Context: an optimization exercise on an open-source flow, tuned for small area. The choices shown serve that exercise and are no tape-out recipe. The RTL was checked by simulation tests, not by an equivalence proof against the original design. Power and IR drop assume default switching activity.

==> 08-06: inputs <==
Design fft_scheduler, start of the top module:
module fft_scheduler #(
   parameter int TIMEOUT = 255
) (
   input  logic          i_clk,
   input  logic          i_rst_n,
   input  logic          i_trigger,
   input  logic [1023:0] i_frame,
   output logic          o_fft_start,
   output logic [255:0]  o_fft_in,
   input  logic [255:0]  i_fft_out,
   input  logic          i_fft_valid,
   output logic [255:0]  o_freqs,
   output logic          o_done,
   output logic          o_busy,
   output logic [3:0]    o_timeout,
   output logic          o_overrun
);
   localparam int W  = 16;
   localparam int FW = 256;
   localparam int HW = 128;
   localparam int CW = $clog2(TIMEOUT + 1);
   logic            st_idle, st_start, st_wait, st_store, st_avg, st_done;
   logic            busy;       
   logic            keep_f;     
   logic            shift;      
   logic            hold;       
   logic [3:0]      slot;       
   logic            trig_prev;
   logic            trig_edge;
   logic [CW-1:0]   wait_cnt;
   logic            timeout_hit;
   logic            fin;
   logic [FW-1:0]   fr [4];
   logic [HW-1:0]   acc;
   logic [HW-1:0]   res;
   logic [HW-1:0]   avg;
   logic [2*HW-1:0] freqs;
   logic [3:0]      timeout_flags;
   logic            overrun;
   logic            ld_acc, keep_acc;
   logic            ld_r, keep_r;
   logic            n_idle, n_avg, n_shift;
   assign trig_edge   = i_trigger & ~trig_prev;
   assign timeout_hit = (wait_cnt == CW'(TIMEOUT - 1));
  ...
==> module fft_byte_avg, before the edit <==
module fft_byte_avg #(
   parameter int W = 16
) (
   input  logic [W-1:0] a,
   input  logic [W-1:0] b,
   output logic [W-1:0] y
);
   localparam int H = W / 2;
   logic [H:0] sum_hi;
   logic [H:0] sum_lo;
   always_comb begin
      sum_hi = {1'b0, a[W-1:H]} + {1'b0, b[W-1:H]};
      sum_lo = {1'b0, a[H-1:0]} + {1'b0, b[H-1:0]};
      y      = {sum_hi[H:1], sum_lo[H:1]};
   end
endmodule
==> module fft_scheduler, before the edit <==
module fft_scheduler #(
   parameter int TIMEOUT = 255
) (
   input  logic          i_clk,
   input  logic          i_rst_n,
   input  logic          i_trigger,
   input  logic [1023:0] i_frame,
   output logic          o_fft_start,
   output logic [255:0]  o_fft_in,
   input  logic [255:0]  i_fft_out,
   input  logic          i_fft_valid,
   output logic [255:0]  o_freqs,
   output logic          o_done,
   output logic          o_busy,
   output logic [3:0]    o_timeout,
   output logic          o_overrun
);
   localparam int W  = 16;
   localparam int FW = 256;
   localparam int HW = 128;
   localparam int CW = $clog2(TIMEOUT + 1);
   logic            st_idle, st_start, st_wait, st_store, st_avg, st_done;
   logic            busy;       
   logic            keep_f;     
   logic            shift;      
   logic            hold;       
   logic [3:0]      slot;       
   logic            trig_prev;
   logic            trig_edge;
   logic [CW-1:0]   wait_cnt;
   logic            timeout_hit;
   logic            fin;
   logic [FW-1:0]   fr [4];
   logic [HW-1:0]   acc;
   logic [HW-1:0]   res;
   logic [HW-1:0]   avg;
   logic [2*HW-1:0] freqs;
   logic [3:0]      timeout_flags;
   logic            overrun;
   logic            ld_acc, keep_acc;
   logic            ld_r, keep_r;
   logic            n_idle, n_avg, n_shift;
   assign trig_edge   = i_trigger & ~trig_prev;
   assign timeout_hit = (wait_cnt == CW'(TIMEOUT - 1));
   assign fin         = st_wait & (i_fft_valid | timeout_hit);
   assign res         = i_fft_valid ? i_fft_out[HW-1:0] : '0;
   assign n_idle  = st_done | (st_idle & ~trig_edge);
   assign n_avg   = st_store & slot[3];
   assign n_shift = fin & ~slot[3];
   always_ff @(posedge i_clk or negedge i_rst_n) begin
      if (!i_rst_n) begin
         st_idle  <= 1'b1;
         busy     <= 1'b0;
         st_start <= 1'b0;
         st_wait  <= 1'b0;
         st_store <= 1'b0;
         st_avg   <= 1'b0;
         keep_f   <= 1'b1;
         st_done  <= 1'b0;
         shift    <= 1'b0;
         hold     <= 1'b0;
      end else begin
         st_idle  <= n_idle;
         busy     <= ~n_idle;
         st_start <= (st_idle & trig_edge) | (st_store & ~slot[3]);
         st_wait  <= st_start | (st_wait & ~i_fft_valid & ~timeout_hit);
         st_store <= fin;
         st_avg   <= n_avg;
         keep_f   <= ~n_avg;
         st_done  <= st_avg;
         shift    <= n_shift;
         hold     <= ~n_idle & ~n_shift;
      end
   end
   assign o_fft_start = st_start;
   assign o_done      = st_done;
   assign o_busy      = busy;
   always_ff @(posedge i_clk or negedge i_rst_n) begin
      if (!i_rst_n) begin
         trig_prev     <= 1'b0;
         overrun       <= 1'b0;
         timeout_flags <= '0;
         freqs         <= '0;
      end else begin
         trig_prev <= i_trigger;
         overrun   <= trig_edge & busy;
         if (st_idle) begin
            if (trig_edge) timeout_flags <= '0;
         end else if (st_wait && !i_fft_valid && timeout_hit) begin
            timeout_flags <= timeout_flags | slot;
         end
         freqs <= ({2*HW{st_avg}} & {fr[3][0 +: HW], fr[1][0 +: HW]}) |
                  ({2*HW{keep_f}} & freqs);
      end
   end
   assign ld_acc   = st_wait & (slot[0] | slot[2]) & i_fft_valid;
   assign keep_acc = ~(fin & (slot[0] | slot[2]));
   assign ld_r     = fin & (slot[1] | slot[3]);
   assign keep_r   = busy & ~ld_r;
   always_ff @(posedge i_clk) begin
      wait_cnt <= st_wait ? wait_cnt + 1'b1 : '0;
      if (st_idle) slot <= 4'b0001;
      else if (st_store) slot <= {slot[3] | slot[2], slot[1:0], 1'b0};
      acc <= ({HW{ld_acc}} & i_fft_out[HW-1:0]) | ({HW{keep_acc}} & acc);
      for (int r = 0; r < 3; r++)
         fr[r] <= ({FW{st_idle}} & i_frame[r*FW +: FW]) | ({FW{shift}} & fr[r+1]) |
                  ({FW{hold}} & fr[r]);
      fr[3][0 +: HW]  <= ({HW{st_idle}} & i_frame[3*FW +: HW]) | ({HW{ld_r}} & avg) |
                         ({HW{keep_r}} & fr[3][0 +: HW]);
      fr[3][HW +: HW] <= ({HW{st_idle}} & i_frame[3*FW+HW +: HW]) | ({HW{busy}} & fr[3][HW +: HW]);
   end
   for (genvar k = 0; k < 8; k++) begin : g_bin
      fft_byte_avg #(.W(W)) u_avg (
         .a (acc[k*W +: W]),
         .b (res[k*W +: W]),
         .y (avg[k*W +: W])
      );
   end
   assign o_fft_in  = fr[0];
   assign o_freqs   = freqs;
   assign o_timeout = timeout_flags;
   assign o_overrun = overrun;
endmodule
clock: 7.0 ns
lec_check: 0
cap_margin: 20
core_area: 10 10 670 670
die_area: 0 0 680 680
slew_margin: 20
run.sh (not shown) runs the stock make flow with config.mk's settings and CLKGATE_MAP_FILE= SYNTH_SCRIPT=/design/flow/synth_recipe.tcl, a recipe that flattens the netlist after the stock synthesis.
==> inputs of 10-09, as changes to 08-06 <==
==> flow/design.v (replaced) <==
module fft_byte_avg #(
   parameter int W = 16
) (
   input  logic [W-1:0] a,
   input  logic [W-1:0] b,
   output logic [W-1:0] y
);
   localparam int H = W / 2;
   for (genvar l = 0; l < 2; l++) begin : g_lane
      logic [H-1:0] c;
      logic [H-1:0] s;
      assign s[0] = a[l*H] ^ b[l*H];
      assign c[0] = a[l*H] & b[l*H];
      for (genvar j = 1; j < H; j++) begin : g_bit
         assign s[j] = a[l*H+j] ^ b[l*H+j] ^ c[j-1];
         assign c[j] = (a[l*H+j] & b[l*H+j]) | (c[j-1] & (a[l*H+j] ^ b[l*H+j]));
      end
      assign y[l*H +: H] = {c[H-1], s[H-1:1]};
   end
endmodule
module fft_scheduler #(
   parameter int TIMEOUT = 255
) (
   input  logic          i_clk,
   input  logic          i_rst_n,
   input  logic          i_trigger,
   input  logic [1023:0] i_frame,
   output logic          o_fft_start,
   output logic [255:0]  o_fft_in,
   input  logic [255:0]  i_fft_out,
   input  logic          i_fft_valid,
   output logic [255:0]  o_freqs,
   output logic          o_done,
   output logic          o_busy,
   output logic [3:0]    o_timeout,
   output logic          o_overrun
);
   localparam int W  = 16;
   localparam int FW = 256;
   localparam int HW = 128;
   localparam int CW = 8;   
   logic            st_idle, st_start, st_wait, st_store, st_avg, st_done;
   logic            busy;       
   logic            keep_f;     
   logic            shift;      
   logic            hold;       
   logic            nhold;      
   logic            hold3;      
   logic            put_res;    
   logic            put_avg;    
   logic            put_half;   
   logic [3:0]      slot;       
   logic            trig_prev;
   logic            trig_edge;
   logic [CW-1:0]   wait_cnt;
   logic            timeout_hit;
   logic            fin;
   logic [FW-1:0]   fr [4];     
   logic [FW-1:0]   fr0, fr2;
   logic [FW-1:0]   fr1_n;
   logic [HW-1:0]   fr3_hi_n;
   logic [HW-1:0]   fr3_lo_n;
   logic [HW-1:0]   fr3_lo_nxt;
   logic [HW-1:0]   res_q;
   logic [HW-1:0]   avg;
   logic [HW-1:0]   half;
   logic [2*HW-1:0] freqs;
   logic [3:0]      timeout_flags;
   logic            overrun;
   logic            n_idle, n_avg, n_shift;
   assign trig_edge = i_trigger & ~trig_prev;
   assign timeout_hit = (wait_cnt == 8'h80);
   assign fin         = st_wait & (i_fft_valid | timeout_hit);
   assign n_idle  = st_done | (st_idle & ~trig_edge);
   assign n_avg   = st_store & slot[3];
   assign n_shift = fin & ~slot[3];
   always_ff @(posedge i_clk or negedge i_rst_n) begin
      if (!i_rst_n) begin
         st_idle  <= 1'b1;
         busy     <= 1'b0;
         st_start <= 1'b0;
         st_wait  <= 1'b0;
         st_store <= 1'b0;
         st_avg   <= 1'b0;
         keep_f   <= 1'b1;
         st_done  <= 1'b0;
         shift    <= 1'b0;
         hold     <= 1'b0;
         nhold    <= 1'b1;
         hold3    <= 1'b0;
         put_res  <= 1'b0;
         put_avg  <= 1'b0;
         put_half <= 1'b0;
      end else begin
         st_idle  <= n_idle;
         busy     <= ~n_idle;
         st_start <= (st_idle & trig_edge) | (st_store & ~slot[3]);
         st_wait  <= st_start | (st_wait & ~i_fft_valid & ~timeout_hit);
         st_store <= fin;
         st_avg   <= n_avg;
         keep_f   <= ~n_avg;
         st_done  <= st_avg;
         shift    <= n_shift;
         hold     <= ~n_idle & ~n_shift;
         nhold    <= n_idle | n_shift;
         hold3    <= ~n_idle & ~fin;
         put_res  <= fin & (slot[0] | slot[2]) & i_fft_valid;
         put_avg  <= fin & (slot[1] | slot[3]) & i_fft_valid;
         put_half <= fin & (slot[1] | slot[3]) & ~i_fft_valid;
      end
   end
   assign o_fft_start = st_start;
   assign o_done      = st_done;
   assign o_busy      = busy;
   always_ff @(posedge i_clk or negedge i_rst_n) begin
      if (!i_rst_n) begin
         trig_prev     <= 1'b0;
         overrun       <= 1'b0;
         timeout_flags <= '0;
         freqs         <= '0;
      end else begin
         trig_prev <= i_trigger;
         overrun   <= trig_edge & busy;
         if (st_idle) begin
            if (trig_edge) timeout_flags <= '0;
         end else if (st_wait && !i_fft_valid && timeout_hit) begin
            timeout_flags <= timeout_flags | slot;
         end
         freqs <= ({2*HW{st_avg}} & {fr[3][0 +: HW], fr[2][0 +: HW]}) |
                  ({2*HW{keep_f}} & freqs);
      end
   end
   always_ff @(posedge i_clk) begin
      wait_cnt <= st_wait ? {wait_cnt[6:0], ~(wait_cnt[7] ^ wait_cnt[5] ^ wait_cnt[4] ^ wait_cnt[3])}
                          : '0;
      if (st_idle) slot <= 4'b0001;
      else if (st_store) slot <= {slot[3] | slot[2], slot[1:0], 1'b0};
      res_q <= i_fft_out[HW-1:0];
      fr0   <=  (({FW{st_idle}} & i_frame[0*FW +: FW]) | ({FW{shift}} & fr[1]) |
                 ({FW{hold}} & fr[0]));
      fr1_n <= ~(({FW{st_idle}} & i_frame[1*FW +: FW]) | ({FW{shift}} & fr[2]) |
                 ~({FW{nhold}} | fr1_n));
      fr2   <=  (({FW{st_idle}} & i_frame[2*FW +: FW]) | ({FW{shift}} & fr[3]) |
                 ({FW{hold}} & fr[2]));
      fr3_lo_n <= ~fr3_lo_nxt;
      fr3_hi_n <= ~(({HW{st_idle}} & i_frame[3*FW+HW +: HW]) | ({HW{busy}} & fr[3][HW +: HW]));
   end
   assign fr[0] = fr0;
   assign fr[1] = ~fr1_n;
   assign fr[2] = fr2;
   assign fr[3] = {~fr3_hi_n, ~fr3_lo_n};
   assign fr3_lo_nxt = ({HW{st_idle}} & i_frame[3*FW +: HW]) | ({HW{put_res}} & res_q) |
                       ({HW{put_avg}} & avg) | ({HW{put_half}} & half) |
                       ({HW{hold3}} & fr[3][0 +: HW]);
   for (genvar k = 0; k < 8; k++) begin : g_bin
      fft_byte_avg #(.W(W)) u_avg (
         .a (fr[3][k*W +: W]),
         .b (res_q[k*W +: W]),
         .y (avg[k*W +: W])
      );
   end
   for (genvar l = 0; l < 16; l++) begin : g_half
      assign half[l*8 +: 8] = {1'b0, fr[3][l*8+1 +: 7]};
   end
   assign o_fft_in  = fr[0];
   assign o_freqs   = freqs;
   assign o_timeout = timeout_flags;
   assign o_overrun = overrun;
endmodule
==> flow/flow/run.sh (new file) <==
#!/bin/bash
# The standard layout (the standard.sh), with two changes:
#  - the port buffers are plain buf_1 cells;
#  - CTS builds larger leaf clusters of clkbuf_8 cells and adds no dummy loads.
set -euo pipefail
export BUFFER_PORTS_ARGS="-buffer_cell sky130_fd_sc_hd__buf_1"
export CTS_ARGS="-sink_clustering_enable -repair_clock_nets -dont_use_dummy_load -sink_clustering_size 16 -sink_clustering_max_diameter 100 -buf_list sky130_fd_sc_hd__clkbuf_8"
bash standard.sh > standard_flow.log 2>&1
==> flow/standard.sh (new file) <==
#!/bin/bash
# synth_recipe.tcl (not shown) runs the flow's synth.tcl, then flattens the netlist and writes it again
# the make line also repeats each setting of config.mk as NAME=value (left out here)
make -C /OpenROAD-flow-scripts/flow DESIGN_CONFIG=/design/flow/config.mk WORK_HOME=/design/flow/orfs CLKGATE_MAP_FILE= SYNTH_SCRIPT=/design/flow/synth_recipe.tcl "${@:-finish}"
PLACE_DENSITY = 0.75   (was default)
removed: flow/run.sh
==> summary of the runs <==
Synthesized area: 08-06 is higher than 10-09 (7.4%). In 08-06 the setup slack is higher than in 10-09, by 340 ps. Of 08-06 and 10-09, 08-06 has the higher clock power (gap about 130%, measured against 10-09). Of 10-09 and 08-06, 08-06 has the higher clock-buffer cell count (gap 140). In 08-06 the via count is higher than in 10-09, by 3.7%. Of 10-09 and 08-06, 08-06 has the higher worst hold slack (gap 130 ps). Between 08-06 and 10-09, the lower non-clock buffer count is in 08-06 (gap 2).
==> figures <==
Skew-Pair Late Insertion Delay: 10-09 1040 ps; 08-06 890 ps
Post-synthesis cell type count: 10-09 40; 08-06 45
Seq pwr share: 10-09 0.561; 08-06 0.430
Initial Util: 10-09 0.117; 08-06 0.126
FMAX: 10-09 244 MHz; 08-06 266 MHz
Critical Path End: 10-09 fr3_lo_n[94]; 08-06 o_busy
DR vias: 10-09 49083; 08-06 50881
Number of antenna violations at the first check in global routing: 10-09 270; 08-06 175
Area taken by multi-input logic gates: 10-09 18300 um2; 08-06 19600 um2
Switching portion of total power: 10-09 0.347; 08-06 0.241
Post-route total power: 10-09 17.6 mW; 08-06 19.1 mW
Status: 10-09 timing/DRC/antenna clean; 08-06 timing/DRC/antenna clean
Reg-to-reg slack, setup: 10-09 2910 ps; 08-06 4100 ps
Beginning of the worst hold path: 10-09 fr1_n[65]; 08-06 fr[3][223]
Maximum clock skew at final layout: 10-09 161 ps; 08-06 73.3 ps
Non-CTS inverters: 10-09 140; 08-06 834

## re-timing with driven ports
No port has a modelled driver above. Below, the same layouts with a new extraction and two added sets of constraints. Step 1 (the two cells are an assumption about what drives the block):
set clk [get_ports {i_clk}]
set_driving_cell -lib_cell sky130_fd_sc_hd__clkbuf_16 $clk
set_driving_cell -lib_cell sky130_fd_sc_hd__buf_2 [delete_from_list [all_inputs] $clk]
Step 2, shift: input delay + t, output delay - t, t = (earliest + latest rising clock arrival at the registers) / 2. This alone moves slack from input paths to output paths. Three values: ideal, step 1, step 2; two values: the first two.
run	shift t [ns]	slack for setup (ns)	hold WS [ns]	worst slew at a driven data input, ns
08-06	0.940	3.247 / 3.159 / 2.775	0.468 / 0.463 / 0.468	0.52
10-09	1.065	2.910 / 2.910 / 2.910	0.342 / 0.341 / 0.342	0.53
After both steps setup and hold are still met in every run listed. The setup slack of 08-06, which loses most, moves by -0.088 ns with the drivers and by -0.472 ns with both steps.
